Context: an optimization exercise on an open-source flow, tuned for small area, a short achievable clock period and few clock cycles. The choices shown serve that exercise and are no tape-out recipe.
RTL that was checked went through simulation tests only; none was proved equivalent to the original.
Only the layout flow was run in run 5; the RTL was not checked for function there.
No activity file was given, so power comes from the tool's default toggle rates.

==> flow/config.mk <==
export PLATFORM = sky130hd
export DESIGN_NAME = matrix_saddle_point_count
export DESIGN_NICKNAME = matrix_saddle_point_count
export VERILOG_FILES = /design/flow/design.v
export SDC_FILE = /design/flow/constraint.sdc
export NUM_CORES = 4
export LEC_CHECK = 0
export ABC_AREA = 1
export CAP_MARGIN = 20
export CORE_MARGIN = 2
export CORE_UTILIZATION = 65
export CTS_BUF_LIST = sky130_fd_sc_hd__clkbuf_16
export CTS_CLUSTER_DIAMETER = 80
export CTS_CLUSTER_SIZE = 30
export PLACE_DENSITY = 0.75
export SLEW_MARGIN = 20
export SYNTH_MEMORY_MAX_BITS = 16384
==> flow/constraint.sdc <==
create_clock -name core_clock -period 8.0 [get_ports {clk_i}]
set_input_delay 1.6000 -clock core_clock [delete_from_list [all_inputs] [get_ports {clk_i}]]
set_output_delay 1.6000 -clock core_clock [all_outputs]
set_load 0.01 [all_outputs]
==> flow/design.v <==
package msp_pkg;
  localparam int DATA_W    = 32;
  localparam int CFG_W     = 5;
  localparam int CFG_IDX_W = 1;
  localparam int COUNT_W   = 10;
  localparam int CFG_MAX   = 31;
  typedef enum logic [CFG_IDX_W-1:0] {
    REG_ROW_COUNT = 1'b0,
    REG_COL_COUNT = 1'b1
  } msp_reg_e;
  typedef enum logic [2:0] {
    ST_LOAD,
    ST_FETCH,
    ST_CMP,
    ST_DRAIN,
    ST_ACC,
    ST_EMIT
  } msp_state_e;
  typedef struct packed {
    logic load;
    logic start;
    logic fetch;
    logic compare;
    logic accum;
    logic emit;
  } msp_cmd_t;
  typedef struct packed {
    logic load_last;
    logic cmp_last;
    logic elem_last;
  } msp_status_t;
endpackage
module msp_cmp (
  input  logic [31:0] a_i,
  input  logic [31:0] b_i,
  output logic        gt_o,    
  output logic        eq_o     
);
  logic [31:0] a, b;
  logic [31:0] g0, l0;
  logic [15:0] g1, l1;
  logic [7:0]  g2, l2;
  logic [3:0]  g3, l3;
  logic [1:0]  g4, l4;
  logic        g5, l5;
  assign a = {~a_i[31], a_i[30:0]};
  assign b = {~b_i[31], b_i[30:0]};
  assign g0 = a & ~b;
  assign l0 = ~a & b;
  for (genvar i = 0; i < 16; i++) begin : g_l1
    assign g1[i] = g0[2*i+1] | (~l0[2*i+1] & g0[2*i]);
    assign l1[i] = l0[2*i+1] | (~g0[2*i+1] & l0[2*i]);
  end
  for (genvar i = 0; i < 8; i++) begin : g_l2
    assign g2[i] = g1[2*i+1] | (~l1[2*i+1] & g1[2*i]);
    assign l2[i] = l1[2*i+1] | (~g1[2*i+1] & l1[2*i]);
  end
  for (genvar i = 0; i < 4; i++) begin : g_l3
    assign g3[i] = g2[2*i+1] | (~l2[2*i+1] & g2[2*i]);
    assign l3[i] = l2[2*i+1] | (~g2[2*i+1] & l2[2*i]);
  end
  for (genvar i = 0; i < 2; i++) begin : g_l4
    assign g4[i] = g3[2*i+1] | (~l3[2*i+1] & g3[2*i]);
    assign l4[i] = l3[2*i+1] | (~g3[2*i+1] & l3[2*i]);
  end
  assign g5 = g4[1] | (~l4[1] & g4[0]);
  assign l5 = l4[1] | (~g4[1] & l4[0]);
  assign gt_o = g5;
  assign eq_o = ~g5 & ~l5;
endmodule
module matrix_saddle_point_count #(
  parameter int MAX_ROWS = 16,
  parameter int MAX_COLS = 16
) (
  input  logic                              clk_i,
  input  logic                              rst_ni,
  input  logic                              elem_valid_i,
  output logic                              elem_ready_o,
  input  logic signed [msp_pkg::DATA_W-1:0] elem_value_i,
  output logic                              count_valid_o,
  input  logic                              count_ready_i,
  output logic [msp_pkg::COUNT_W-1:0]       count_o,
  input  logic                              cfg_we_i,
  input  logic [msp_pkg::CFG_IDX_W-1:0]     cfg_idx_i,
  input  logic [msp_pkg::CFG_W-1:0]         cfg_data_i
);
  localparam int DW = msp_pkg::DATA_W;
  typedef logic signed [DW-1:0] data_t;
  logic [3:0] rows_m1, cols_m1;    
  logic [3:0] ring_m1_q;           
  logic [3:0] ring_m1_d;
  function automatic logic [3:0] eff_m1(input logic [4:0] v);
    logic [4:0] t;
    t = v - 5'd1;
    if (v == 5'd0)       eff_m1 = 4'd0;
    else if (v > 5'd16)  eff_m1 = 4'd15;
    else                 eff_m1 = t[3:0];
  endfunction
  assign ring_m1_d = (cols_m1 == 4'd0) ? 4'd1 : cols_m1;
  function automatic logic [3:0] inc_ring(input logic [3:0] v, input logic [3:0] m1);
    inc_ring = (v == m1) ? 4'd0 : v + 4'd1;
  endfunction
  logic       ready_q;
  logic       ld_first_q;       
  logic [3:0] ld_col_q;         
  logic [3:0] ld_row_q;         
  logic       ld_lastcol_q;     
  logic       ld_lastrow_q;     
  logic [3:0] ring_col_q;       
  logic       acc;
  data_t      x_q;
  logic       x_v_q, x_row0_q, x_last_q;
  logic       count_valid_q;
  logic [1:0] count_q;
  assign acc = elem_valid_i & ready_q;
  data_t h_min_q, h_max_q;
  data_t t_min_q, t_max_q;
  data_t s7_min_q [7];
  data_t s7_max_q [7];
  data_t s4_min_q [4];
  data_t s4_max_q [4];
  data_t s2_min_q [2];
  data_t s2_max_q [2];
  data_t s1_min_q, s1_max_q;
  data_t m7_min, m7_max, m4_min, m4_max, m2_min, m2_max, m1_min, m1_max;
  logic  use7_q, use4_q, use2_q, use1_q;
  logic  use7, use4, use2, use1;
  logic [3:0] seg_len;    
  logic [2:0] seg_rem;
  assign seg_len = ring_m1_d - 4'd1;
  assign use7    = (seg_len >= 4'd7);
  assign seg_rem = use7 ? seg_len[2:0] + 3'd1 : seg_len[2:0];
  assign use4    = seg_rem[2];
  assign use2    = seg_rem[1];
  assign use1    = seg_rem[0];
  assign m7_min = ~(use7_q ? s7_min_q[6] : t_min_q);
  assign m7_max = ~(use7_q ? s7_max_q[6] : t_max_q);
  assign m4_min = ~(use4_q ? s4_min_q[3] : m7_min);
  assign m4_max = ~(use4_q ? s4_max_q[3] : m7_max);
  assign m2_min = ~(use2_q ? s2_min_q[1] : m4_min);
  assign m2_max = ~(use2_q ? s2_max_q[1] : m4_max);
  assign m1_min = ~(use1_q ? s1_min_q : m2_min);
  assign m1_max = ~(use1_q ? s1_max_q : m2_max);
  logic       lt_min, eq_min, gt_max, eq_max;
  logic       gt_rmax, eq_rmax, lt_rmin, eq_rmin;
  logic       take_min, take_max;
  data_t      rmax_q, rmin_q;
  logic [3:0] rmax_idx_q, rmin_idx_q;
  logic       rmax_ok_q, rmin_ok_q;       
  logic [3:0] c1_idx_q, c2_idx_q;
  logic       c1_ok_q, c2_ok_q;
  logic       x_c0, x_lastcol;
  logic       up_rmax, up_rmin;
  logic       rmax_ok_d, rmin_ok_d;
  logic [3:0] rmax_idx_d, rmin_idx_d;
  logic       hit1, hit2;
  logic       c1_ok_d, c2_ok_d;
  msp_cmp u_cmp_min  (.a_i(h_min_q), .b_i(x_q), .gt_o(lt_min),  .eq_o(eq_min));
  msp_cmp u_cmp_max  (.a_i(x_q), .b_i(h_max_q), .gt_o(gt_max),  .eq_o(eq_max));
  msp_cmp u_cmp_rmax (.a_i(x_q), .b_i(rmax_q),  .gt_o(gt_rmax), .eq_o(eq_rmax));
  msp_cmp u_cmp_rmin (.a_i(rmin_q), .b_i(x_q),  .gt_o(lt_rmin), .eq_o(eq_rmin));
  assign x_c0      = (ring_col_q == 4'd0);
  assign x_lastcol = (ring_col_q == cols_m1);
  assign take_min = x_v_q & (x_row0_q | lt_min);
  assign take_max = x_v_q & (x_row0_q | gt_max);
  assign up_rmax = x_c0 | gt_rmax;
  assign up_rmin = x_c0 | lt_rmin;
  always_comb begin
    if (up_rmax) begin
      rmax_ok_d  = x_row0_q | lt_min;
      rmax_idx_d = ring_col_q;
    end else begin
      rmax_ok_d  = rmax_ok_q & ~eq_rmax;
      rmax_idx_d = rmax_idx_q;
    end
    if (up_rmin) begin
      rmin_ok_d  = x_row0_q | gt_max;
      rmin_idx_d = ring_col_q;
    end else begin
      rmin_ok_d  = rmin_ok_q & ~eq_rmin;
      rmin_idx_d = rmin_idx_q;
    end
  end
  assign hit1 = (ring_col_q == c1_idx_q) & (lt_min | eq_min);
  assign hit2 = (ring_col_q == c2_idx_q) & (gt_max | eq_max);
  assign c1_ok_d = x_lastcol ? (rmax_ok_d | (~x_row0_q & c1_ok_q & ~hit1)) : (c1_ok_q & ~hit1);
  assign c2_ok_d = x_lastcol ? (rmin_ok_d | (~x_row0_q & c2_ok_q & ~hit2)) : (c2_ok_q & ~hit2);
  always_ff @(posedge clk_i) begin
    x_q <= elem_value_i;
    h_min_q <= m1_min;
    h_max_q <= m1_max;
    t_min_q <= take_min ? x_q : h_min_q;
    t_max_q <= take_max ? x_q : h_max_q;
    s7_min_q[0] <= t_min_q;
    s7_max_q[0] <= t_max_q;
    for (int k = 1; k < 7; k++) begin
      s7_min_q[k] <= s7_min_q[k-1];
      s7_max_q[k] <= s7_max_q[k-1];
    end
    s4_min_q[0] <= m7_min;
    s4_max_q[0] <= m7_max;
    for (int k = 1; k < 4; k++) begin
      s4_min_q[k] <= s4_min_q[k-1];
      s4_max_q[k] <= s4_max_q[k-1];
    end
    s2_min_q[0] <= m4_min;
    s2_max_q[0] <= m4_max;
    s2_min_q[1] <= s2_min_q[0];
    s2_max_q[1] <= s2_max_q[0];
    s1_min_q <= m2_min;
    s1_max_q <= m2_max;
    if (x_v_q) begin
      if (up_rmax) rmax_q <= x_q;
      if (up_rmin) rmin_q <= x_q;
      rmax_idx_q <= rmax_idx_d;
      rmin_idx_q <= rmin_idx_d;
      rmax_ok_q  <= rmax_ok_d;
      rmin_ok_q  <= rmin_ok_d;
      c1_ok_q    <= c1_ok_d;
      c2_ok_q    <= c2_ok_d;
      if (x_lastcol) begin
        if (rmax_ok_d) c1_idx_q <= rmax_idx_d;
        if (rmin_ok_d) c2_idx_q <= rmin_idx_d;
      end
    end
    if (done) count_q <= {c1_ok_d & c2_ok_d, c1_ok_d ^ c2_ok_d};
  end
  logic [3:0] rows_m1_d, cols_m1_d;
  logic       ld_first_d, ld_lastcol_d, ld_lastrow_d;
  logic [3:0] ld_col_d, ld_row_d, ring_col_d;
  logic       count_valid_d, ready_d;
  logic       done;
  assign done = x_v_q & x_last_q;
  logic       cv_next;
  logic       ready_cfg, ready_acc, ready_hold;
  logic [3:0] ring_col_p2, ld_col_p1;
  logic       cfg_last, acc_last, acc_match;
  assign cv_next     = done | (count_valid_q & ~count_ready_i);
  assign ring_col_p2 = inc_ring(inc_ring(ring_col_q, ring_m1_q), ring_m1_q);
  assign ld_col_p1   = ld_lastcol_q ? 4'd0 : ld_col_q + 4'd1;
  assign cfg_last    = (cfg_data_i[4:1] == 4'd0)
                       & (cfg_idx_i ? (rows_m1 == 4'd0) : (cols_m1 == 4'd0));
  assign ready_cfg   = ~(cfg_last & cv_next);
  assign acc_last    = ld_lastcol_q ? ((cols_m1 == 4'd0) & (ld_lastrow_q ? (rows_m1 == 4'd0)
                                                                           : (ld_row_q + 4'd1 == rows_m1)))
                                    : ((ld_col_q + 4'd1 == cols_m1) & ld_lastrow_q);
  assign acc_match   = ld_first_q ? (ld_col_p1 == 4'd1) : (ring_col_p2 == ld_col_p1);
  assign ready_acc   = ((ld_lastcol_q & ld_lastrow_q) | acc_match)
                       & ~(acc_last & (cv_next | (ld_lastcol_q & ld_lastrow_q)));
  assign ready_hold  = (ld_first_q | (ring_col_p2 == ld_col_q))
                       & ~(ld_lastcol_q & ld_lastrow_q & cv_next);
  always_comb begin
    rows_m1_d    = rows_m1;
    cols_m1_d    = cols_m1;
    ld_first_d   = ld_first_q;
    ld_col_d     = ld_col_q;
    ld_row_d     = ld_row_q;
    ld_lastcol_d = ld_lastcol_q;
    ld_lastrow_d = ld_lastrow_q;
    ring_col_d   = (acc & ld_first_q) ? 4'd0 : inc_ring(ring_col_q, ring_m1_q);
    if (cfg_we_i) begin
      if (cfg_idx_i == 1'b0) rows_m1_d = eff_m1(cfg_data_i);
      else                   cols_m1_d = eff_m1(cfg_data_i);
      ld_first_d   = 1'b1;
      ld_col_d     = 4'd0;
      ld_row_d     = 4'd0;
      ld_lastcol_d = cfg_idx_i ? (cfg_data_i[4:1] == 4'd0) : (cols_m1 == 4'd0);
      ld_lastrow_d = cfg_idx_i ? (rows_m1 == 4'd0) : (cfg_data_i[4:1] == 4'd0);
    end else if (acc) begin
      ld_first_d = ld_lastcol_q & ld_lastrow_q;
      if (ld_lastcol_q) begin
        ld_col_d     = 4'd0;
        ld_lastcol_d = (cols_m1 == 4'd0);
        if (ld_lastrow_q) begin
          ld_row_d     = 4'd0;
          ld_lastrow_d = (rows_m1 == 4'd0);
        end else begin
          ld_row_d     = ld_row_q + 4'd1;
          ld_lastrow_d = (ld_row_q + 4'd1 == rows_m1);
        end
      end else begin
        ld_col_d     = ld_col_q + 4'd1;
        ld_lastcol_d = (ld_col_q + 4'd1 == cols_m1);
      end
    end
    count_valid_d = done | (count_valid_q & ~count_ready_i);
    ready_d = cfg_we_i ? ready_cfg : (acc ? ready_acc : ready_hold);
  end
  always_ff @(posedge clk_i or negedge rst_ni) begin
    if (!rst_ni) begin
      rows_m1       <= 4'd3;
      cols_m1       <= 4'd3;
      ring_m1_q     <= 4'd3;
      use7_q        <= 1'b0;
      use4_q        <= 1'b0;
      use2_q        <= 1'b1;
      use1_q        <= 1'b0;
      ld_first_q    <= 1'b1;
      ld_col_q      <= 4'd0;
      ld_row_q      <= 4'd0;
      ld_lastcol_q  <= 1'b0;
      ld_lastrow_q  <= 1'b0;
      ring_col_q    <= 4'd0;
      ready_q       <= 1'b0;
      x_v_q         <= 1'b0;
      x_row0_q      <= 1'b0;
      x_last_q      <= 1'b0;
      count_valid_q <= 1'b0;
    end else begin
      rows_m1       <= rows_m1_d;
      cols_m1       <= cols_m1_d;
      ring_m1_q     <= ring_m1_d;
      use7_q        <= use7;
      use4_q        <= use4;
      use2_q        <= use2;
      use1_q        <= use1;
      ld_first_q    <= ld_first_d;
      ld_col_q      <= ld_col_d;
      ld_row_q      <= ld_row_d;
      ld_lastcol_q  <= ld_lastcol_d;
      ld_lastrow_q  <= ld_lastrow_d;
      ring_col_q    <= ring_col_d;
      ready_q       <= ready_d;
      x_v_q         <= acc;
      x_row0_q      <= (ld_row_q == 4'd0);
      x_last_q      <= ld_lastcol_q & ld_lastrow_q;
      count_valid_q <= count_valid_d;
    end
  end
  assign elem_ready_o  = ready_q;
  assign count_valid_o = count_valid_q;
  assign count_o       = {{(msp_pkg::COUNT_W-2){1'b0}}, count_q};
endmodule
==> flow/flow/run.sh <==
#!/bin/bash
# Standard layout (bash standard.sh), with settings passed to ORFS's make:
#  - SETUP_SLACK_MARGIN: timing repair aims for this much setup slack at the design's
#    clock period, i.e. for a shorter period than the design's;
#  - BUFFER_PORTS_ARGS: every input and output port still gets its buffer, as a buf_1
#    (the repair steps may resize it) instead of the default delay-cell buffer;
#  - SKIP_GATE_CLONING: timing repair does not clone gates.
set -euo pipefail
bash standard.sh SETUP_SLACK_MARGIN=5.3 "BUFFER_PORTS_ARGS=-buffer_cell sky130_fd_sc_hd__buf_1" SKIP_GATE_CLONING=1 finish > standard_flow.log 2>&1
==> flow/standard.sh <==
#!/bin/bash
# synth_recipe.tcl (not shown) runs the flow's synth.tcl, then flattens the netlist and writes it again
# the make line also repeats each setting of config.mk as NAME=value (left out here)
make -C /OpenROAD-flow-scripts/flow DESIGN_CONFIG=/design/flow/config.mk WORK_HOME=/design/flow/orfs CLKGATE_MAP_FILE= SYNTH_SCRIPT=/design/flow/synth_recipe.tcl "${@:-finish}"
==> results.rst, run 1 <==
.. list-table::
   :header-rows: 1

   * - Metric
     - Value
   * - Result of the run
     - complete, no violations
   * - Detail-routed via count per cell
     - 5.105
   * - Hold path depth
     - 0
   * - Crit path time final
     - 2832 ps
   * - Beginning of the worst register-to-register path
     - x_q[29]
   * - Post-Synthesis Mean Instance Area
     - 12.70 µm²
   * - CTS buffer count
     - 46
   * - Wirelength, routed
     - 57.31 mm
   * - Share of synthesized registers carrying an async set or reset
     - 3.056%
   * - Maximum number of pins on one net before global-route repair
     - 65
   * - Family of cells with the greatest summed delay on the critical path
     - flip-flops
   * - Hold-fix buffer count after cts
     - 0
   * - Average wire length per cell after detail routing
     - 17.27 µm
   * - Starting Density
     - 66.18%
   * - Cell at the root of the clock tree
     - clkbuf_16
   * - Port-buffer cells
     - 46
   * - Capturing element type of the critical path
     - output pin
   * - Total negative slack for setup checks
     - 0 ps
   * - Cell Count Post-Placement
     - 3,224
   * - Final non-filler cell total
     - 3,318
   * - Bufs and invs on worst path
     - 1
   * - Number of antenna violations at the first check in global routing
     - 0
   * - Filler cell count in the final layout
     - 3,361
   * - Drt first-iter violations
     - 1,226
   * - Area of the die
     - 51,850 µm²
   * - Transition time at the pin with the least slew margin
     - 1139 ps
   * - Share of the synthesized area in the top cell type
     - 64.98%
   * - Post-placement setup slack
     - 4860 ps
   * - Relative area change from synthesis to final layout
     - 8.011%
   * - Layout Cell Area excl Fill
     - 35,140 µm²
   * - Highest-delay cell along the critical path
     - edfxtp_1
   * - CTS clk-pin slew, worst paths
     - 110 ps
   * - Die Y-Extent
     - 227.7 µm
   * - Max Cap Viol
     - 0
   * - Crit Path Class
     - flip-flop to output pin
   * - Worst supply voltage drop on vdd
     - 0.0003259 V
   * - Deepest clock path buffer count
     - 3
   * - Detailed placement HPWL
     - 34.67 mm
   * - TritonRoute pass-1 iters
     - 5
   * - CTS H-Tree Depth
     - 2
   * - Unique cell type count in the Yosys netlist
     - 50
   * - Pleak
     - 15.21 nW
   * - Number of synthesized register bits
     - 1,178
   * - Total count of hold-check failures in the final report
     - 0
   * - Synthesis warning total
     - 7
   * - Global-route total usage across every layer
     - 21.15%
   * - Worst Skew
     - 19.29 ps
   * - Depth of the most critical reg-to-reg path
     - 15
   * - # nets final
     - 2,687
   * - RSZ-0062 raised after global routing
     - true
   * - Post-synthesis sequential area ratio
     - 75.72%
   * - Final GP Congestion
     - 0.8061
   * - Fraction of layout cells with a size suffix above 1
     - 7.539%
   * - Final setup violation count
     - 0
   * - Largest incremental delay on the critical path
     - 460 ps
   * - Number of synthesized flops with an enable pin
     - 86
   * - Via count
     - 16,937
   * - Top post-synthesis cells by count
     - 1,056 x dfxtp_1, 376 x nand2_1, 256 x mux2i_1, 127 x inv_1, 114 x nor2_1
   * - Final design utilization
     - 71.49%
   * - Reg-to-reg endpoint
     - count_q[0]
   * - Worst setup slack after layout
     - 5168 ps
   * - Arr. time, crit path
     - 1230 ps
   * - DR DRC count
     - 0
   * - Detail Route Antenna Nets
     - 0
   * - Grt ovf
     - 0
   * - Min-delay src
     - s7_max_q[5][21]
   * - Post-synthesis instance total
     - 2,562
   * - Die Width
     - 227.7 µm
   * - Relative max-transition margin
     - 24.09%
   * - Core Box Area
     - 49,150 µm²
   * - Worst hold-check path type
     - flip-flop to flip-flop
   * - Dominant cell by count in the synthesized netlist
     - dfxtp_1
   * - Placed instance area
     - 33,260 µm²
   * - Clock tree from TritonCTS
     - yes
   * - Most area-hungry cell type in the Yosys netlist
     - dfxtp_1
   * - Highest attainable clock frequency
     - 0.3531 GHz
   * - Startpoint type of the worst setup path
     - flip-flop
   * - Via count of the first global-routing pass
     - 16,579
   * - Worst hold endpoint
     - s7_max_q[6][21]
   * - Synth Flop Type
     - dfxtp_1
   * - Largest cells by area after synthesis
     - dfxtp_1 65%, edfxtp_1 7.9%, mux2i_1 7.9%
   * - Critical path fanouts, max
     - 1
   * - First-pass GRT wire length
     - 87.51 mm
   * - Std-Cell Rows
     - 81
   * - Number of pins with negative max-slew slack in the final report
     - 0
   * - Number of I/O pins
     - 55
   * - Combined area of all synthesized cells
     - 32,530 µm²
   * - Total power per unit cell area
     - 410.3 nW/µm²
   * - Setup slack on the worst flop-to-flop path
     - 5350 ps
   * - Critical Path, Cell by Cell
     - clkbuf_2
   * - Required @ worst endpoint
     - 6400 ps
   * - CTS sink cnt
     - 1,178
   * - Post-route fraction of the period consumed by the critical path
     - 35.40%
   * - Clock insertion delay at the later pin of the skew report
     - 620 ps
-- per-layer routing --
| layer | vias up | track usage, % | part of all wire, % |
|---|---|---|---|
| met5 | - | 0 | 0 |
| met4 | 0 | 5.489 | 2.2 |
| met1 | 8048 | 31.13 | 49 |
| met3 | 73 | 2.772 | 4.3 |
| li1 | 8503 | - | - |
| met2 | 313 | 33.39 | 45 |
-- stage by stage --
step | power, W | hold slack, ps
floorplan | 0.01071 | 309.6
global placement | 0.01142 | 309.7
detailed placement | 0.01159 | 312.1
CTS | 0.01439 | 317.8
global route | 0.01518 | 323.3
finish | 0.01442 | 318.1
-- final cells by class --
type	instances	area (µm²)	share of cell area [%]
Sequential cell	1178	24670	70.21
Clock inverter	20	135.1	0.3846
Inverter	151	599.3	1.706
Multi-Input combinational cell	1179	7127	20.28
Timing Repair Buffer	78	595.6	1.695
Clock buffer	47	1176	3.347
Tap cell	664	830.8	2.364
Antenna cell	1	2.502	0.007122
-- cells in the final DEF (no fill, tap or decap), types with 5 or more instances in the layout --
cell	Yosys	routed
a21oi_1	50	49
a31oi_1	35	32
buf_1	12	41
buf_12	0	6
buf_4	15	18
buf_6	9	5
clkbuf_16	0	47
clkinvlp_4	0	8
conb_1	1	8
dfrtp_1	28	21
dfstp_2	8	7
dfxtp_1	1056	1044
dfxtp_2	0	11
edfxtp_1	86	86
ha_1	10	10
inv_1	127	132
inv_2	15	21
mux2i_1	256	256
nand2_1	376	373
nand2_2	2	5
nand3_1	42	42
nand4_1	6	6
nor2_1	114	110
nor2_2	6	10
nor3_1	32	32
o211ai_1	6	6
o21a_1	14	14
o21ai_0	77	77
o21ai_1	60	51
o21ai_2	0	9
o22ai_1	9	9
o31ai_1	7	5
or2_2	12	12
xor2_1	24	24
-- repair_timing --
action,in CTS,in global routing
gates resized for setup,23,55
setup buffers,4,22
setup endpoints to repair,127,143
pin swaps,0,1
-- power breakdown --
part / switching [W] / internal [W]
combinational: 0.00143 / 0.000991
clock: 0.00167 / 0.00111
sequential: 0.000877 / 0.00833
total: 0.00399 / 0.0104
-- how the worst max path moves through the flow --
| stage | endpoint | start | slack, ps | cells past startpoint |
|---|---|---|---|---|
| finish | count_o[0] | count_q[0] | 5170 | 1 |
| global placement | rmax_q[2] | x_q[21] | 4910 | 13 |
| global route | count_o[1] | count_q[1] | 5120 | 1 |
| CTS | count_o[1] | count_q[1] | 5120 | 1 |
| detailed placement | rmax_q[3] | x_q[29] | 4860 | 13 |
| floorplan | rmin_q[0] | x_q[31] | 5420 | 9 |
-- cells by family after synthesis --
logic type               share of synthesized area (%)
AO/OA/AOI/OAI                                    4.754
XOR/XNOR                                        0.7538
adder cells (fa/ha/maj)                         0.3846
buffers and inverters                            2.865
flip-flops                                       75.72
multiplexers                                     7.877
other                                          0.01153
AND/OR/NAND/NOR                                  7.631
-- sequential cells by signal (all words and copies together) (netlist names), 64 cells and up --
register / flops
s7_max_q: 224
s4_max_q: 128
s2_max_q: 64
s7_min_q: 224
s2_min_q: 64
s4_min_q: 128
Testbench counts, summed over its fixed seeds: cycles 13,850.
==> inputs of run 2 (changes only) <==
--- a/flow/config.mk
+++ b/flow/config.mk
@@ -15,3 +15,4 @@
 export PLACE_DENSITY = 0.75
 export SLEW_MARGIN = 20
 export SYNTH_MEMORY_MAX_BITS = 16384
+export TNS_END_PERCENT = 10
==> run 2 against run 1 <==
Still clean. Sequential power is essentially flat. Register-to-register slack got worse by 70 ps. Core utilization is 0.62 points lower. Die area did not move. Via count down 0.90%. Critical path depth stayed put. Power is 0.63% lower. First-iteration DRC count down 13%. Synthesized area unchanged. Global-route usage decreased by 0.14 points. Critical endpoint unchanged. Largest power group unchanged.
==> results.rst, run 2 <==
.. list-table::
   :header-rows: 1

   * - Metric
     - Value
   * - Family of cells with the greatest summed delay on the critical path
     - flip-flops
   * - Post-Synthesis Mean Instance Area
     - 12.70 µm²
   * - Pleak
     - 15.06 nW
   * - Worst hold-check path type
     - flip-flop to flip-flop
   * - # nets final
     - 2,669
   * - Wirelength, routed
     - 55.84 mm
   * - Post-synthesis instance total
     - 2,562
   * - Number of pins with negative max-slew slack in the final report
     - 0
   * - Clock insertion delay at the later pin of the skew report
     - 620 ps
   * - Total count of hold-check failures in the final report
     - 0
   * - Relative max-transition margin
     - 25.80%
   * - Largest cells by area after synthesis
     - dfxtp_1 65%, edfxtp_1 7.9%, mux2i_1 7.9%
   * - Bufs and invs on worst path
     - 1
   * - Startpoint type of the worst setup path
     - flip-flop
   * - Core Box Area
     - 49,150 µm²
   * - Final design utilization
     - 70.87%
   * - Post-synthesis sequential area ratio
     - 75.72%
   * - Worst supply voltage drop on vdd
     - 0.0003257 V
   * - Die Width
     - 227.7 µm
   * - Clock tree from TritonCTS
     - yes
   * - Number of synthesized flops with an enable pin
     - 86
   * - Filler cell count in the final layout
     - 3,404
   * - Average wire length per cell after detail routing
     - 16.92 µm
   * - Total negative slack for setup checks
     - 0 ps
   * - Share of synthesized registers carrying an async set or reset
     - 3.056%
   * - Critical path fanouts, max
     - 1
   * - Starting Density
     - 66.18%
   * - Top library cells by usage in the layout, fill and taps aside
     - 1,047 x dfxtp_1, 376 x nand2_1, 256 x mux2i_1
   * - Most area-hungry cell type in the Yosys netlist
     - dfxtp_1
   * - CTS sink cnt
     - 1,178
   * - Dominant cell by count in the synthesized netlist
     - dfxtp_1
   * - CTS clk-pin slew, worst paths
     - 110 ps
   * - Required @ worst endpoint
     - 6400 ps
   * - Area of the die
     - 51,850 µm²
   * - Top post-synthesis cells by count
     - 1,056 x dfxtp_1, 376 x nand2_1, 256 x mux2i_1, 127 x inv_1, 114 x nor2_1
   * - Crit Path Class
     - flip-flop to output pin
   * - Max Cap Viol
     - 0
   * - Detail Route Antenna Nets
     - 0
   * - Critical Path, Cell by Cell
     - buf_1
   * - Transition time at the pin with the least slew margin
     - 1113 ps
   * - Arr. time, crit path
     - 1230 ps
   * - Largest incremental delay on the critical path
     - 450 ps
   * - Relative area change from synthesis to final layout
     - 7.081%
   * - Maximum number of pins on one net before global-route repair
     - 65
   * - Global-route total usage across every layer
     - 21.00%
   * - Detailed placement HPWL
     - 34.67 mm
   * - Number of antenna violations at the first check in global routing
     - 0
   * - RSZ-0062 raised after global routing
     - true
   * - Highest-delay cell along the critical path
     - edfxtp_1
   * - Synth Flop Type
     - dfxtp_1
   * - Number of synthesized register bits
     - 1,178
   * - Std-Cell Rows
     - 81
   * - DR DRC count
     - 0
   * - Deepest clock path buffer count
     - 3
   * - TritonRoute pass-1 iters
     - 5
   * - Post-route fraction of the period consumed by the critical path
     - 35.32%
   * - First-pass GRT wire length
     - 87.05 mm
   * - CTS buffer count
     - 46
   * - Fraction of layout cells with a size suffix above 1
     - 6.072%
   * - Share of the synthesized area in the top cell type
     - 64.98%
   * - Number of I/O pins
     - 55
   * - Total power consumption of the routed design
     - 0.01433 W
   * - CTS H-Tree Depth
     - 2
   * - Via count of the first global-routing pass
     - 16,490
   * - Final setup violation count
     - 0
   * - Port-buffer cells
     - 46
   * - Grt ovf
     - 0
   * - Highest attainable clock frequency
     - 0.3539 GHz
   * - Most common cell after layout, fill and taps aside
     - dfxtp_1
   * - Crit path time final
     - 2826 ps
   * - Via count
     - 16,785
   * - Worst Skew
     - 17.68 ps
   * - Result of the run
     - complete, no violations
   * - Unique cell type count in the Yosys netlist
     - 50
   * - Die Y-Extent
     - 227.7 µm
   * - Capturing element type of the critical path
     - output pin
   * - Final GP Congestion
     - 0.8061
   * - Largest registers ranked by flip-flop count
     - s7_max_q: 224 flops, s7_min_q: 224 flops
   * - Detail-routed via count per cell
     - 5.086
   * - Cell at the root of the clock tree
     - clkbuf_16
   * - Total power per unit cell area
     - 411.3 nW/µm²
   * - Drt first-iter violations
     - 1,066
   * - Combined area of all synthesized cells
     - 32,530 µm²
   * - Synthesis warning total
     - 7
-- run 2: cell counts after synthesis --
No cell type changed its count.
-- run 2: logic make-up (layout without fill, tap and decap cells) --
| group | count (synthesis) | in the layout | synth area share [%] |
|---|---|---|---|
| flip-flops | 1178 | 1178 | 75.72 |
| AND/OR/NAND/NOR | 603 | 603 | 7.631 |
| AO/OA/AOI/OAI | 274 | 274 | 4.754 |
| multiplexers | 256 | 256 | 7.877 |
| buffers and inverters | 212 | 278 | 2.865 |
| XOR/XNOR | 28 | 28 | 0.7538 |
| adder cells (fa/ha/maj) | 10 | 10 | 0.3846 |
| other | 1 | 9 | 0.01153 |
-- run 2: cell type report --
class | instances | area (µm²) | share of cell area (%)
Inverter | 151 | 595.6 | 1.710
Sequential cell | 1178 | 24670 | 70.81
Clock buffer | 47 | 1176 | 3.376
Timing Repair Buffer | 60 | 370.4 | 1.063
Clock inverter | 20 | 135.1 | 0.3879
Tap cell | 664 | 830.8 | 2.385
Antenna cell | 1 | 2.502 | 0.007184
Multi-Input combinational cell | 1179 | 7058 | 20.26
-- run 2: routing by layer --
layer | GRT usage, % | vias up | routed length, µm
met2 | 33.38 | 260 | 25080
met4 | 4.975 | 0 | 913
met3 | 2.747 | 59 | 1851
met1 | 30.92 | 7999 | 27990
li1 | - | 8467 | -
met5 | 0 | - | 0
-- run 2: path summary, 6_finish.rpt --
check                                      from               to  slack (ps)  cells after the start
worst min register to register  s4_min_q[1][21]  s4_min_q[2][21]         320                      0
worst max-delay path                 count_q[0]       count_o[0]        5170                      1
worst min-delay path            s4_min_q[1][21]  s4_min_q[2][21]         320                      0
min in group asynchronous                rst_ni       rows_m1[2]        1090                      1
max in group asynchronous                rst_ni           use1_q        6260                      1
worst max register to register          x_q[11]      t_max_q[25]        5280                     18
-- run 2: stage by stage --
| stage | std cells | instance area (µm²) | hold WS, ps | setup slack, ps |
|---|---|---|---|---|
| finish | 3300 | 34830 | 318.2 | 5174 |
| CTS | 3292 | 34600 | 317.8 | 5111 |
| global placement | 3224 | 33260 | 309.7 | 4907 |
| floorplan | 2569 | 32560 | 309.6 | 5419 |
| detailed placement | 3224 | 33260 | 312.1 | 4860 |
| global route | 3299 | 34830 | 323.3 | 5104 |
-- run 2: power by group --
part / switching, W / total, W / leakage, nW / internal (W)
logic: 0.00139 / 0.00233 / 4.26 / 0.000936
clock network: 0.00168 / 0.00278 / 0.698 / 0.00111
registers: 0.000886 / 0.00922 / 10.1 / 0.00833
-- run 2: timing repair --
item / in CTS / in global routing
setup buffers: 1 / 7
endpoints found under the setup margin: 127 / 169
gates resized for setup: 5 / 41
pin swaps: 0 / 0
hold buffers: 0 / 0
==> inputs of run 3 (changes only) <==
--- a/flow/config.mk
+++ b/flow/config.mk
@@ -8,11 +8,11 @@
 export ABC_AREA = 1
 export CAP_MARGIN = 20
 export CORE_MARGIN = 2
-export CORE_UTILIZATION = 65
+export CORE_UTILIZATION = 55
 export CTS_BUF_LIST = sky130_fd_sc_hd__clkbuf_16
 export CTS_CLUSTER_DIAMETER = 80
 export CTS_CLUSTER_SIZE = 30
-export PLACE_DENSITY = 0.75
+export PLACE_DENSITY = 0.65
 export SLEW_MARGIN = 20
 export SYNTH_MEMORY_MAX_BITS = 16384
 export TNS_END_PERCENT = 10
==> run 3 against run 2 <==
Routed wire length grew 1.3%. Global-route usage shrank 2.9 points. Power is essentially flat. Worst setup slack lost 79 ps. Design area grew 0.74%. Clock-buffer cell count is the same. Via count grew 1.2%. Die area grew 18%. Register-to-register slack lost 30 ps. Critical path depth is the same. Critical path type unchanged. Highest routed layer is now met5.
==> results.rst, run 3 <==
.. list-table::
   :header-rows: 1

   * - Metric
     - Value
   * - Result of the run
     - complete, no violations
   * - Detail Route Antenna Nets
     - 0
   * - Capturing element type of the critical path
     - output pin
   * - Clock insertion delay at the later pin of the skew report
     - 620 ps
   * - Unique cell type count in the Yosys netlist
     - 50
   * - Crit path time final
     - 2905 ps
   * - Starting Density
     - 55.33%
   * - Share of the synthesized area in the top cell type
     - 64.98%
   * - Synth Flop Type
     - dfxtp_1
   * - Total power per unit cell area
     - 408.4 nW/µm²
   * - Fraction of layout cells with a size suffix above 1
     - 6.120%
   * - Number of pins with negative max-slew slack in the final report
     - 0
   * - Clock tree from TritonCTS
     - yes
   * - Post-route fraction of the period consumed by the critical path
     - 36.31%
   * - CTS clk-pin slew, worst paths
     - 110 ps
   * - Total negative slack for setup checks
     - 0 ps
   * - Worst supply voltage drop on vdd
     - 0.0003439 V
   * - Std-Cell Rows
     - 89
   * - Largest registers ranked by flip-flop count
     - s7_max_q: 224 flops, s7_min_q: 224 flops
   * - Synthesis warning total
     - 7
   * - DR DRC count
     - 0
   * - Deepest clock path buffer count
     - 3
   * - Post-Synthesis Mean Instance Area
     - 12.70 µm²
   * - # nets final
     - 2,679
   * - Die Width
     - 247.2 µm
   * - Drt first-iter violations
     - 962
   * - Most area-hungry cell type in the Yosys netlist
     - dfxtp_1
   * - Final setup violation count
     - 0
   * - Relative max-transition margin
     - 29.34%
   * - Multi-input combinational cell area
     - 7051 µm²
   * - CTS sink cnt
     - 1,178
   * - Die Y-Extent
     - 247.2 µm
   * - CTS H-Tree Depth
     - 2
   * - Total count of hold-check failures in the final report
     - 0
   * - Top post-synthesis cells by count
     - 1,056 x dfxtp_1, 376 x nand2_1, 256 x mux2i_1, 127 x inv_1, 114 x nor2_1
   * - CTS buffer count
     - 47
   * - Highest attainable clock frequency
     - 0.3443 GHz
   * - Bufs and invs on worst path
     - 1
   * - Core Box Area
     - 58,800 µm²
   * - Required @ worst endpoint
     - 6400 ps
   * - Worst Skew
     - 19.59 ps
   * - Area of the die
     - 61,110 µm²
   * - First-pass GRT wire length
     - 86.59 mm
   * - Post-synthesis instance total
     - 2,562
   * - Dominant cell by count in the synthesized netlist
     - dfxtp_1
   * - Top library cells by usage in the layout, fill and taps aside
     - 1,051 x dfxtp_1, 376 x nand2_1, 256 x mux2i_1
   * - Most common cell after layout, fill and taps aside
     - dfxtp_1
   * - Layout Cell Area excl Fill
     - 35,090 µm²
   * - Via count of the first global-routing pass
     - 16,401
   * - Via count
     - 16,983
   * - Transition time at the pin with the least slew margin
     - 1060 ps
   * - Worst hold-check path type
     - flip-flop to flip-flop
   * - Share of synthesized registers carrying an async set or reset
     - 3.056%
   * - Pleak
     - 15.13 nW
   * - Critical path fanouts, max
     - 1
   * - Final GP Congestion
     - 0.8567
   * - Grt ovf
     - 0
   * - Family of cells with the greatest summed delay on the critical path
     - flip-flops
   * - Port-buffer cells
     - 46
   * - Wirelength, routed
     - 56.54 mm
   * - Maximum number of pins on one net before global-route repair
     - 65
   * - Highest-delay cell along the critical path
     - edfxtp_1
   * - Arr. time, crit path
     - 1300 ps
   * - Number of synthesized flops with an enable pin
     - 86
   * - Critical Path, Cell by Cell
     - buf_6
   * - Post-synthesis sequential area ratio
     - 75.72%
   * - Average wire length per cell after detail routing
     - 16.53 µm
   * - Number of antenna violations at the first check in global routing
     - 2
   * - RSZ-0062 raised after global routing
     - true
   * - Crit Path Class
     - flip-flop to output pin
   * - Startpoint type of the worst setup path
     - flip-flop
   * - Number of diodes added for antenna fixing
     - 0
   * - Number of I/O pins
     - 55
   * - Setup slack on the worst flop-to-flop path
     - 5250 ps
   * - Detailed placement HPWL
     - 35.12 mm
   * - Filler cell count in the final layout
     - 4,657
   * - Number of synthesized register bits
     - 1,178
   * - Detail-routed via count per cell
     - 4.966
   * - Placed instance area
     - 33,390 µm²
   * - Global-route total usage across every layer
     - 18.10%
   * - Relative area change from synthesis to final layout
     - 7.869%
   * - Largest incremental delay on the critical path
     - 510 ps
   * - Sequential cell area in the final layout
     - 24,660 µm²
   * - Final design utilization
     - 59.68%
   * - Max Cap Viol
     - 0
   * - Cell at the root of the clock tree
     - clkbuf_16
   * - Hold Slack
     - 313.3 ps
   * - Final non-filler cell total
     - 3,420
   * - Largest cells by area after synthesis
     - dfxtp_1 65%, edfxtp_1 7.9%, mux2i_1 7.9%
   * - TritonRoute pass-1 iters
     - 5
   * - Combined area of all synthesized cells
     - 32,530 µm²
   * - Cell Count Post-Placement
     - 3,333
-- run 3: worst paths after layout --
kind                                 start              end  cells past startpoint
min in group asynchronous           rst_ni       rows_m1[2]                      1
hold reg to reg            s4_min_q[0][21]  s4_min_q[1][21]                      0
hold / removal             s4_min_q[0][21]  s4_min_q[1][21]                      0
max in group asynchronous           rst_ni           use7_q                      1
setup reg to reg                   x_q[31]       count_q[0]                     13
setup / recovery                count_q[1]       count_o[1]                      1
-- run 3: report_power, final --
group	internal (W)	switching, W	leakage (nW)
Sequential	0.00833	0.000874	10.1
Combinational	0.000946	0.00137	4.32
Clock	0.00111	0.00170	0.702
Total	0.0104	0.00395	15.1
-- run 3: final cells by class --
cell class,count,area share [%]
Clock buffer,47,3.352
Clock inverter,23,0.4778
Inverter,151,1.658
Multi-Input combinational cell,1179,20.09
Sequential cell,1178,70.28
Tap cell,773,2.756
Timing Repair Buffer,69,1.383
-- run 3: what timing repair did --
item / CTS / global route
pin swaps: 0 / 1
resized for setup: 4 / 32
hold buffers: 0 / 0
buffers inserted: 1 / 16
endpoints found under the setup margin: 135 / 165
-- run 3: per-stage QoR --
stage          total power (W)  worst slack (ps)
2_1_floorplan          0.01071              5419
3_3_place_gp           0.01146              4834
3_5_place_dp           0.01159              4789
4_1_cts                0.01443              4965
5_1_grt                0.01516              5048
6_report               0.01433              5095
-- run 3: kinds of logic after synthesis --
group | after synthesis | share of synthesized area, %
compound gates | 274 | 4.754
fa+ha+maj | 10 | 0.3846
other cells | 1 | 0.01153
xor+xnor | 28 | 0.7538
mux | 256 | 7.877
buf+inv | 212 | 2.865
simple gates | 603 | 7.631
flops | 1178 | 75.72
-- run 3: metal layers --
layer	track usage (%)	share of wire, %	vias up
met5	0	0.023	-
met3	2.757	4.2	111
met4	6.323	3.0	2
met1	26.37	50	8086
li1	-	-	8481
met2	27.57	43	303
==> inputs of run 4 (changes only) <==
--- a/flow/flow/run.sh
+++ b/flow/flow/run.sh
@@ -6,4 +6,4 @@
 #    (the repair steps may resize it) instead of the default delay-cell buffer;
 #  - SKIP_GATE_CLONING: timing repair does not clone gates.
 set -euo pipefail
-bash standard.sh SETUP_SLACK_MARGIN=5.3 "BUFFER_PORTS_ARGS=-buffer_cell sky130_fd_sc_hd__buf_1" SKIP_GATE_CLONING=1 finish > standard_flow.log 2>&1
+bash standard.sh SETUP_SLACK_MARGIN=5.45 "BUFFER_PORTS_ARGS=-buffer_cell sky130_fd_sc_hd__buf_1" SKIP_GATE_CLONING=1 finish > standard_flow.log 2>&1
--- a/flow/config.mk
+++ b/flow/config.mk
@@ -8,11 +8,11 @@
 export ABC_AREA = 1
 export CAP_MARGIN = 20
 export CORE_MARGIN = 2
-export CORE_UTILIZATION = 55
+export CORE_UTILIZATION = 65
 export CTS_BUF_LIST = sky130_fd_sc_hd__clkbuf_16
 export CTS_CLUSTER_DIAMETER = 80
 export CTS_CLUSTER_SIZE = 30
-export PLACE_DENSITY = 0.65
+export PLACE_DENSITY = 0.75
 export SLEW_MARGIN = 20
 export SYNTH_MEMORY_MAX_BITS = 16384
 export TNS_END_PERCENT = 10
==> run 4 against run 3 <==
Still clean. Power is essentially flat. Maximum frequency grew 2.1%. Global-route usage grew 2.5 points. Critical path depth is the same. Worst hold slack gained 7.9 ps. Clock-buffer cell count shrank 2. Sequential power is essentially flat. Highest routed layer is now met4.
==> results.rst, run 4 <==
.. list-table::
   :header-rows: 1

   * - Metric
     - Value
   * - Result of the run
     - complete, no violations
   * - Final design utilization
     - 71.57%
   * - Top library cells by usage in the layout, fill and taps aside
     - 1,032 x dfxtp_1, 374 x nand2_1, 256 x mux2i_1
   * - RSZ-0062 raised after global routing
     - true
   * - Core Box Area
     - 49,150 µm²
   * - Detailed placement HPWL
     - 34.41 mm
   * - Layout Cell Area excl Fill
     - 35,180 µm²
   * - Most area-hungry cell type in the Yosys netlist
     - dfxtp_1
   * - Synth Flop Type
     - dfxtp_1
   * - Filler cell count in the final layout
     - 3,313
   * - Wirelength, routed
     - 55.94 mm
   * - Starting Density
     - 66.18%
   * - Final setup violation count
     - 0
   * - Number of I/O pins
     - 55
   * - Via count
     - 17,210
   * - # nets final
     - 2,691
   * - Largest cells by area after synthesis
     - dfxtp_1 65%, edfxtp_1 7.9%, mux2i_1 7.9%
   * - Pleak
     - 15.18 nW
   * - Highest-delay cell along the critical path
     - edfxtp_1
   * - Total count of hold-check failures in the final report
     - 0
   * - Area of the die
     - 51,850 µm²
   * - Die Y-Extent
     - 227.7 µm
   * - Worst hold-check path type
     - flip-flop to flip-flop
   * - Clock insertion delay at the later pin of the skew report
     - 620 ps
   * - Deepest clock path buffer count
     - 3
   * - Grt ovf
     - 0
   * - Relative area change from synthesis to final layout
     - 8.146%
   * - DR DRC count
     - 0
   * - Final GP Congestion
     - 0.8694
   * - Critical path fanouts, max
     - 1
   * - Sequential cell area in the final layout
     - 24,690 µm²
   * - Critical Path, Cell by Cell
     - clkbuf_2
   * - Global-route total usage across every layer
     - 20.62%
   * - Port-buffer cells
     - 46
   * - Post-synthesis instance total
     - 2,562
   * - Crit path time final
     - 2844 ps
   * - CTS buffer count
     - 45
   * - Std-Cell Rows
     - 81
   * - Highest attainable clock frequency
     - 0.3516 GHz
   * - Via count of the first global-routing pass
     - 16,661
   * - Maximum number of pins on one net before global-route repair
     - 65
   * - Total power consumption of the routed design
     - 0.01433 W
   * - Worst supply voltage drop on vdd
     - 0.0002585 V
   * - Relative max-transition margin
     - 29.08%
   * - Share of synthesized registers carrying an async set or reset
     - 3.056%
   * - Largest incremental delay on the critical path
     - 470 ps
   * - Multi-input combinational cell area
     - 7226 µm²
   * - Post-synthesis sequential area ratio
     - 75.72%
   * - Cell at the root of the clock tree
     - clkbuf_16
   * - Detail Route Antenna Nets
     - 0
   * - Synthesis warning total
     - 7
   * - Arr. time, crit path
     - 1240 ps
   * - CTS sink cnt
     - 1,178
   * - Detail-routed via count per cell
     - 5.182
   * - First-pass GRT wire length
     - 86.09 mm
   * - Clock tree from TritonCTS
     - yes
   * - CTS clk-pin slew, worst paths
     - 120 ps
   * - Transition time at the pin with the least slew margin
     - 1064 ps
   * - Post-Synthesis Mean Instance Area
     - 12.70 µm²
   * - Crit Path Class
     - flip-flop to output pin
   * - Number of pins with negative max-slew slack in the final report
     - 0
   * - Post-route fraction of the period consumed by the critical path
     - 35.55%
   * - Startpoint type of the worst setup path
     - flip-flop
   * - Placed instance area
     - 33,250 µm²
   * - Number of synthesized flops with an enable pin
     - 86
   * - Total negative slack for setup checks
     - 0 ps
   * - Average wire length per cell after detail routing
     - 16.84 µm
   * - Number of antenna violations at the first check in global routing
     - 2
   * - Top post-synthesis cells by count
     - 1,056 x dfxtp_1, 376 x nand2_1, 256 x mux2i_1, 127 x inv_1, 114 x nor2_1
   * - Bufs and invs on worst path
     - 1
   * - Required @ worst endpoint
     - 6400 ps
   * - Family of cells with the greatest summed delay on the critical path
     - flip-flops
   * - Unique cell type count in the Yosys netlist
     - 50
   * - TritonRoute pass-1 iters
     - 7
   * - Number of synthesized register bits
     - 1,178
   * - Dominant cell by count in the synthesized netlist
     - dfxtp_1
   * - Max Cap Viol
     - 0
   * - Worst Skew
     - 28.47 ps
   * - Number of diodes added for antenna fixing
     - 0
   * - Combined area of all synthesized cells
     - 32,530 µm²
   * - Total power per unit cell area
     - 407.2 nW/µm²
   * - Share of the synthesized area in the top cell type
     - 64.98%
   * - Drt first-iter violations
     - 1,125
   * - Largest registers ranked by flip-flop count
     - s7_max_q: 224 flops, s7_min_q: 224 flops
   * - CTS H-Tree Depth
     - 2
   * - Capturing element type of the critical path
     - output pin
   * - Fraction of layout cells with a size suffix above 1
     - 8.581%
   * - Most common cell after layout, fill and taps aside
     - dfxtp_1
   * - Die Width
     - 227.7 µm
## run 4: cell type report
| cell class | instances | area share, % |
|---|---|---|
| inverter | 151 | 1.743 |
| sequential | 1178 | 70.18 |
| timing repair buffer | 83 | 1.625 |
| clock buffer | 45 | 3.201 |
| tap | 664 | 2.361 |
| multi-input combinational | 1179 | 20.54 |
| clock inverter | 21 | 0.3485 |
## run 4: cell families (layout without fill, tap and decap cells)
family          Yosys count  in the layout  share of synthesized area (%)
compound gates          274            274                          4.754
xor+xnor                 28             28                         0.7538
fa+ha+maj                10             10                         0.3846
buf+inv                 212            300                          2.865
flops                  1178           1178                          75.72
mux                     256            256                          7.877
other cells               1              8                        0.01153
simple gates            603            603                          7.631
## run 4: through the flow
stage | setup WS [ps] | std cells | hold WS (ps)
CTS | 5114 | 3294 | 324.3
floorplan | 5480 | 2569 | 309.6
finish | 5156 | 3321 | 321.2
global route | 5112 | 3321 | 331.6
detailed placement | 4822 | 3223 | 312.1
global placement | 4850 | 3223 | 309.7
## run 4: per-layer routing
metal / track usage, % / part of all wire [%] / up-vias
li1: - / - / 8511
met1: 30.08 / 48 / 8199
met2: 32.16 / 45 / 396
met3: 2.735 / 4.2 / 104
met4: 6.826 / 3.0 / 0
met5: 0 / 0 / -
## run 4: final timing paths
check | to | start | cells after the start | slack, ps
worst max register to register | h_min_q[22] | use7_q | 5 | 5340
worst max-delay path | count_o[0] | count_q[0] | 1 | 5160
worst min-delay path | s2_min_q[1][26] | s2_min_q[0][26] | 0 | 320
min in group asynchronous | ring_m1_q[3] | rst_ni | 1 | 1080
worst min register to register | s2_min_q[1][26] | s2_min_q[0][26] | 0 | 320
max in group asynchronous | use1_q | rst_ni | 1 | 6290
## run 4: report_power, final
group | total [W] | leakage (nW) | internal, W | switching, W
sequential | 0.00921 | 10.1 | 0.00833 | 0.000881
clock | 0.00271 | 0.667 | 0.00107 | 0.00164
combinational | 0.00240 | 4.41 | 0.000988 | 0.00141
total | 0.0143 | 15.2 | 0.0104 | 0.00393
## run 4: what timing repair did
action,4_1_cts,5_1_grt
hold buffers,0,0
endpoints found under the hold margin,0,0
pin swaps,0,6
setup endpoints to repair,170,211
gates resized for setup,6,98
buffers inserted,5,27
==> inputs of run 5 (changes only) <==
--- a/flow/design.v
+++ b/flow/design.v
@@ -96,7 +96,7 @@
     else if (v > 5'd16)  eff_m1 = 4'd15;
     else                 eff_m1 = t[3:0];
   endfunction
-  assign ring_m1_d = (cols_m1 == 4'd0) ? 4'd1 : cols_m1;
+  assign ring_m1_d = cols_m1 | 4'd1;
   function automatic logic [3:0] inc_ring(input logic [3:0] v, input logic [3:0] m1);
     inc_ring = (v == m1) ? 4'd0 : v + 4'd1;
   endfunction
@@ -115,32 +115,24 @@
   assign acc = elem_valid_i & ready_q;
   data_t h_min_q, h_max_q;
   data_t t_min_q, t_max_q;
-  data_t s7_min_q [7];
-  data_t s7_max_q [7];
+  data_t s8_min_q [8];
+  data_t s8_max_q [8];
   data_t s4_min_q [4];
   data_t s4_max_q [4];
   data_t s2_min_q [2];
   data_t s2_max_q [2];
-  data_t s1_min_q, s1_max_q;
-  data_t m7_min, m7_max, m4_min, m4_max, m2_min, m2_max, m1_min, m1_max;
-  logic  use7_q, use4_q, use2_q, use1_q;
-  logic  use7, use4, use2, use1;
-  logic [3:0] seg_len;    
-  logic [2:0] seg_rem;
-  assign seg_len = ring_m1_d - 4'd1;
-  assign use7    = (seg_len >= 4'd7);
-  assign seg_rem = use7 ? seg_len[2:0] + 3'd1 : seg_len[2:0];
-  assign use4    = seg_rem[2];
-  assign use2    = seg_rem[1];
-  assign use1    = seg_rem[0];
-  assign m7_min = ~(use7_q ? s7_min_q[6] : t_min_q);
-  assign m7_max = ~(use7_q ? s7_max_q[6] : t_max_q);
-  assign m4_min = ~(use4_q ? s4_min_q[3] : m7_min);
-  assign m4_max = ~(use4_q ? s4_max_q[3] : m7_max);
-  assign m2_min = ~(use2_q ? s2_min_q[1] : m4_min);
-  assign m2_max = ~(use2_q ? s2_max_q[1] : m4_max);
-  assign m1_min = ~(use1_q ? s1_min_q : m2_min);
-  assign m1_max = ~(use1_q ? s1_max_q : m2_max);
+  data_t m8_min, m8_max, m4_min, m4_max, m2_min, m2_max;
+  logic  use8_q, use4_q, use2_q;
+  logic  use8, use4, use2;
+  assign use8 = cols_m1[3];
+  assign use4 = cols_m1[2];
+  assign use2 = cols_m1[1];
+  assign m8_min = use8_q ? s8_min_q[7] : t_min_q;
+  assign m8_max = use8_q ? s8_max_q[7] : t_max_q;
+  assign m4_min = use4_q ? s4_min_q[3] : m8_min;
+  assign m4_max = use4_q ? s4_max_q[3] : m8_max;
+  assign m2_min = use2_q ? s2_min_q[1] : m4_min;
+  assign m2_max = use2_q ? s2_max_q[1] : m4_max;
   logic       lt_min, eq_min, gt_max, eq_max;
   logic       gt_rmax, eq_rmax, lt_rmin, eq_rmin;
   logic       take_min, take_max;
@@ -187,18 +179,18 @@
   assign c2_ok_d = x_lastcol ? (rmin_ok_d | (~x_row0_q & c2_ok_q & ~hit2)) : (c2_ok_q & ~hit2);
   always_ff @(posedge clk_i) begin
     x_q <= elem_value_i;
-    h_min_q <= m1_min;
-    h_max_q <= m1_max;
+    h_min_q <= m2_min;
+    h_max_q <= m2_max;
     t_min_q <= take_min ? x_q : h_min_q;
     t_max_q <= take_max ? x_q : h_max_q;
-    s7_min_q[0] <= t_min_q;
-    s7_max_q[0] <= t_max_q;
-    for (int k = 1; k < 7; k++) begin
-      s7_min_q[k] <= s7_min_q[k-1];
-      s7_max_q[k] <= s7_max_q[k-1];
+    s8_min_q[0] <= t_min_q;
+    s8_max_q[0] <= t_max_q;
+    for (int k = 1; k < 8; k++) begin
+      s8_min_q[k] <= s8_min_q[k-1];
+      s8_max_q[k] <= s8_max_q[k-1];
     end
-    s4_min_q[0] <= m7_min;
-    s4_max_q[0] <= m7_max;
+    s4_min_q[0] <= m8_min;
+    s4_max_q[0] <= m8_max;
     for (int k = 1; k < 4; k++) begin
       s4_min_q[k] <= s4_min_q[k-1];
       s4_max_q[k] <= s4_max_q[k-1];
@@ -207,8 +199,6 @@
     s2_max_q[0] <= m4_max;
     s2_min_q[1] <= s2_min_q[0];
     s2_max_q[1] <= s2_max_q[0];
-    s1_min_q <= m2_min;
-    s1_max_q <= m2_max;
     if (x_v_q) begin
       if (up_rmax) rmax_q <= x_q;
       if (up_rmin) rmin_q <= x_q;
@@ -223,7 +213,6 @@
         if (rmin_ok_d) c2_idx_q <= rmin_idx_d;
       end
     end
-    if (done) count_q <= {c1_ok_d & c2_ok_d, c1_ok_d ^ c2_ok_d};
   end
   logic [3:0] rows_m1_d, cols_m1_d;
   logic       ld_first_d, ld_lastcol_d, ld_lastrow_d;
@@ -291,10 +280,9 @@
       rows_m1       <= 4'd3;
       cols_m1       <= 4'd3;
       ring_m1_q     <= 4'd3;
-      use7_q        <= 1'b0;
+      use8_q        <= 1'b0;
       use4_q        <= 1'b0;
       use2_q        <= 1'b1;
-      use1_q        <= 1'b0;
       ld_first_q    <= 1'b1;
       ld_col_q      <= 4'd0;
       ld_row_q      <= 4'd0;
@@ -306,14 +294,14 @@
       x_row0_q      <= 1'b0;
       x_last_q      <= 1'b0;
       count_valid_q <= 1'b0;
+      count_q       <= 2'd0;
     end else begin
       rows_m1       <= rows_m1_d;
       cols_m1       <= cols_m1_d;
       ring_m1_q     <= ring_m1_d;
-      use7_q        <= use7;
+      use8_q        <= use8;
       use4_q        <= use4;
       use2_q        <= use2;
-      use1_q        <= use1;
       ld_first_q    <= ld_first_d;
       ld_col_q      <= ld_col_d;
       ld_row_q      <= ld_row_d;
@@ -325,6 +313,7 @@
       x_row0_q      <= (ld_row_q == 4'd0);
       x_last_q      <= ld_lastcol_q & ld_lastrow_q;
       count_valid_q <= count_valid_d;
+      if (done) count_q <= {c1_ok_d & c2_ok_d, c1_ok_d ^ c2_ok_d};
     end
   end
   assign elem_ready_o  = ready_q;
==> flow/flow/run.sh (replaced) <==
#!/bin/bash
# Standard layout, with timing repair aimed below the clock period: the repair steps
# work towards a setup slack of SETUP_SLACK_MARGIN ns at the design's clock period.
set -euo pipefail
bash standard.sh SETUP_SLACK_MARGIN=5.3 finish > standard_flow.log 2>&1
--- a/flow/config.mk
+++ b/flow/config.mk
@@ -9,10 +9,9 @@
 export CAP_MARGIN = 20
 export CORE_MARGIN = 2
 export CORE_UTILIZATION = 65
-export CTS_BUF_LIST = sky130_fd_sc_hd__clkbuf_16
-export CTS_CLUSTER_DIAMETER = 80
-export CTS_CLUSTER_SIZE = 30
+export CTS_BUF_LIST = sky130_fd_sc_hd__clkbuf_4 sky130_fd_sc_hd__clkbuf_8
+export CTS_CLUSTER_DIAMETER = 50
+export CTS_CLUSTER_SIZE = 16
 export PLACE_DENSITY = 0.75
 export SLEW_MARGIN = 20
 export SYNTH_MEMORY_MAX_BITS = 16384
-export TNS_END_PERCENT = 10
==> run 5 against run 4 <==
Register-to-register slack worse by 100 ps. Combinational power is 29% lower. Core utilization is 1.9 points higher.
==> results.rst, run 5 <==
.. list-table::
   :header-rows: 1

   * - Metric
     - Value
   * - Final GP Congestion
     - 0.8341
   * - Post-route fraction of the period consumed by the critical path
     - 35.63%
   * - Hold path depth
     - 0
   * - Number of diodes added for antenna fixing
     - 0
   * - Synthesis warning total
     - 7
   * - Global-route total usage across every layer
     - 22.20%
   * - Core Box Area
     - 47,950 µm²
   * - Combined area of all synthesized cells
     - 31,730 µm²
   * - Result of the run
     - complete, no violations
   * - Highest attainable clock frequency
     - 0.3509 GHz
   * - Final setup violation count
     - 0
   * - Crit path time final
     - 2850 ps
   * - Startpoint type of the worst setup path
     - flip-flop
   * - Required @ worst endpoint
     - 6400 ps
   * - Top post-synthesis cells by count
     - 1,056 x dfxtp_1, 762 x nand2_1, 179 x nor2_1, 120 x inv_1, 101 x o21ai_0
   * - Post-synthesis instance total
     - 2,786
   * - Wirelength, routed
     - 59.25 mm
   * - Synth Flop Type
     - dfxtp_1
   * - Largest registers ranked by flip-flop count
     - s8_max_q: 256 flops, s8_min_q: 256 flops
   * - Most area-hungry cell type in the Yosys netlist
     - dfxtp_1
   * - RSZ-0062 raised after global routing
     - true
   * - Reg-to-reg endpoint
     - ready_q
   * - Via count
     - 18,610
   * - Total count of hold-check failures in the final report
     - 0
   * - Critical Path, Cell by Cell
     - buf_6
   * - Clock tree from TritonCTS
     - yes
   * - Setup slack on the worst flop-to-flop path
     - 5240 ps
   * - Number of synthesized register bits
     - 1,173
   * - Relative area change from synthesis to final layout
     - 11.00%
   * - Capturing element type of the critical path
     - output pin
   * - Worst setup path startpoint
     - count_q[1]
   * - Clock insertion delay at the later pin of the skew report
     - 710 ps
   * - CTS H-Tree Depth
     - 3
   * - Pleak
     - 15.33 nW
   * - Worst supply voltage drop on vdd
     - 0.0002570 V
   * - CTS sink cnt
     - 1,173
   * - Unique cell type count in the Yosys netlist
     - 45
   * - Number of pins with negative max-slew slack in the final report
     - 0
   * - Fraction of layout cells with a size suffix above 1
     - 11.48%
   * - Max Cap Viol
     - 0
   * - Final non-filler cell total
     - 3,550
   * - Port-buffer cells
     - 46
   * - Via count of the first global-routing pass
     - 18,183
   * - Drt first-iter violations
     - 1,384
   * - Share of synthesized registers carrying an async set or reset
     - 2.813%
   * - Cell at the root of the clock tree
     - clkbuf_8
   * - Number of antenna violations at the first check in global routing
     - 1
   * - Stages on the worst setup path
     - 1
   * - Starting Density
     - 66.18%
   * - Number of synthesized flops with an enable pin
     - 84
   * - CTS buffer count
     - 87
   * - Arr. time, crit path
     - 1250 ps
   * - Crit Path Class
     - flip-flop to output pin
   * - Total negative slack for setup checks
     - 0 ps
   * - Die Width
     - 224.9 µm
   * - Total power per unit cell area
     - 368.0 nW/µm²
   * - DR DRC count
     - 0
   * - # nets final
     - 2,952
   * - Detail Route Antenna Nets
     - 0
   * - Depth of the most critical reg-to-reg path
     - 20
   * - Final design utilization
     - 73.46%
   * - Dominant cell by count in the synthesized netlist
     - dfxtp_1
   * - Grt ovf
     - 0
   * - Relative max-transition margin
     - 27.93%
   * - Deepest clock path buffer count
     - 3
   * - Transition time at the pin with the least slew margin
     - 1081 ps
   * - Highest-delay cell along the critical path
     - dfrtp_1
   * - TritonRoute pass-1 iters
     - 6
   * - Die Y-Extent
     - 224.9 µm
   * - Setup crit end
     - count_o[1]
   * - First-pass GRT wire length
     - 89.18 mm
   * - Detail-routed via count per cell
     - 5.242
   * - Post-synthesis sequential area ratio
     - 77.20%
   * - Average wire length per cell after detail routing
     - 16.69 µm
   * - Critical path fanouts, max
     - 2
   * - Worst hold-check path type
     - flip-flop to flip-flop
   * - Largest incremental delay on the critical path
     - 420 ps
   * - Family of cells with the greatest summed delay on the critical path
     - flip-flops
   * - Std-Cell Rows
     - 80
   * - Top library cells by usage in the layout, fill and taps aside
     - 1,028 x dfxtp_1, 748 x nand2_1, 156 x nor2_1
   * - Area of the die
     - 50,600 µm²
   * - Bufs and invs on worst path
     - 1
   * - Largest cells by area after synthesis
     - dfxtp_1 67%, nand2_1 9.0%, edfxtp_1 7.9%
   * - Post-Synthesis Mean Instance Area
     - 11.39 µm²
   * - Beginning of the worst register-to-register path
     - ring_m1_q[1]
   * - Cell Count Post-Placement
     - 3,393
   * - Most common cell after layout, fill and taps aside
     - dfxtp_1
   * - Number of I/O pins
     - 55
   * - Worst Skew
     - 29.20 ps
   * - Detailed placement HPWL
     - 33.30 mm
   * - CTS clk-pin slew, worst paths
     - 90 ps
   * - Share of the synthesized area in the top cell type
     - 66.62%
   * - Maximum number of pins on one net before global-route repair
     - 91
==> run 5: cell types whose count changed after synthesis, sizes merged, moves of 8 or more <==
cell / delta
nand2: +385
a31oi: +62
nand3: -9
o21ai: -8
buf: -15
mux2i: -256
inv: -12
nor2: +59
clkbuf: +21
==> run 5: layer usage <==
metal | global-route usage [%] | up-vias | part of all wire, %
li1 | - | 9145 | -
met5 | 0 | - | 0
met4 | 8.588 | 0 | 3.2
met2 | 35.38 | 488 | 46
met1 | 30.29 | 8843 | 45
met3 | 4.302 | 134 | 5.5
==> run 5: worst min-delay path by stage <==
stage / slack [ps] / to / startpoint
after floorplan: 310 / s2_max_q[1][0] / s2_max_q[0][0]
after global placement: 310 / s8_max_q[2][8] / s8_max_q[1][8]
after detailed placement: 310 / s8_max_q[7][31] / s8_max_q[6][31]
after CTS: 330 / s4_min_q[1][23] / s4_min_q[0][23]
after global routing: 330 / s4_max_q[1][20] / s4_max_q[0][20]
final: 320 / s8_max_q[2][22] / s8_max_q[1][22]
==> run 5: repair_timing <==
item	in CTS	in global routing
resized for setup	54	149
setup buffers	7	19
setup endpoints to repair	143	97
pin swaps	6	35
gates cloned	2	6
hold buffers	0	0
==> run 5: layout make-up <==
class,instances,area [µm²]
Sequential cell,1173,24570
Fill cell,3133,12720
Multi-Input combinational cell,1417,6818
Clock buffer,109,1400
Timing Repair Buffer,84,953.4
Tap cell,615,769.5
Inverter,138,566.8
Clock inverter,14,142.6
==> run 5: per-stage QoR <==
step                      hold WS [ps]  cell area, µm²  setup slack, ps  power [W]
after floorplan                  309.6           31760             5408   0.009274
after global placement           309.7           32720             4711   0.009756
after detailed placement         312.1           32720             4579   0.009887
after CTS                        326.0           34440             5080    0.01284
after global routing             325.9           35220             5064    0.01362
final                            320.8           35220             5150    0.01296
==> run 5: cells by family (layout without fill, tap and decap cells) <==
kind of cell / after synthesis / count (layout) / share of synthesized area [%]
multiplexers: 2 / 2 / 0.07097
AND/OR/NAND/NOR: 1037 / 1039 / 12.83
flip-flops: 1173 / 1173 / 77.20
AO/OA/AOI/OAI: 332 / 332 / 6.116
buffers and inverters: 205 / 345 / 2.681
other: 1 / 8 / 0.01182
adder cells (fa/ha/maj): 8 / 8 / 0.3155
XOR/XNOR: 28 / 28 / 0.7729
==> run 5: power by group <==
part	internal, W	switching, W
sequential	0.00771	0.000634
clock	0.00118	0.00172
combinational	0.000621	0.00109
total	0.00952	0.00344

-- static timing again, ports no longer ideal --
Ports are ideal in the flow. The routed layouts listed here were re-timed in OpenROAD. Step 1 assumes that a clkbuf_16 drives the clock port and a buf_2 every other input. Step 2 adds t to the input delays and takes it off the output delays; t is the mean of the earliest and latest rising clock arrival at the registers after step 1. Input paths then give back, and output paths get back, about the clock's delay inside the block. Slacks: ideal / step 1 / step 2; pairs: ideal / step 1.
| run | t, ns | setup slack, ns | worst setup path after step 2 |
|---|---|---|---|
| run 1 | 0.671 | 5.168 / 5.107 / 4.994 | input to register |
| run 2 | 0.667 | 5.174 / 5.116 / 4.994 | input to register |
| run 3 | 0.677 | 5.095 / 5.033 / 4.946 | input to register |
| run 4 | 0.667 | 5.156 / 5.098 / 4.856 | input to register |
| run 5 | 0.746 | 5.150 / 5.096 / 4.761 | input to register |
After both steps setup and hold are still met in every run listed. For run 5, which loses most, drivers alone change the setup slack by -0.054 ns; drivers and shift together by -0.389 ns.
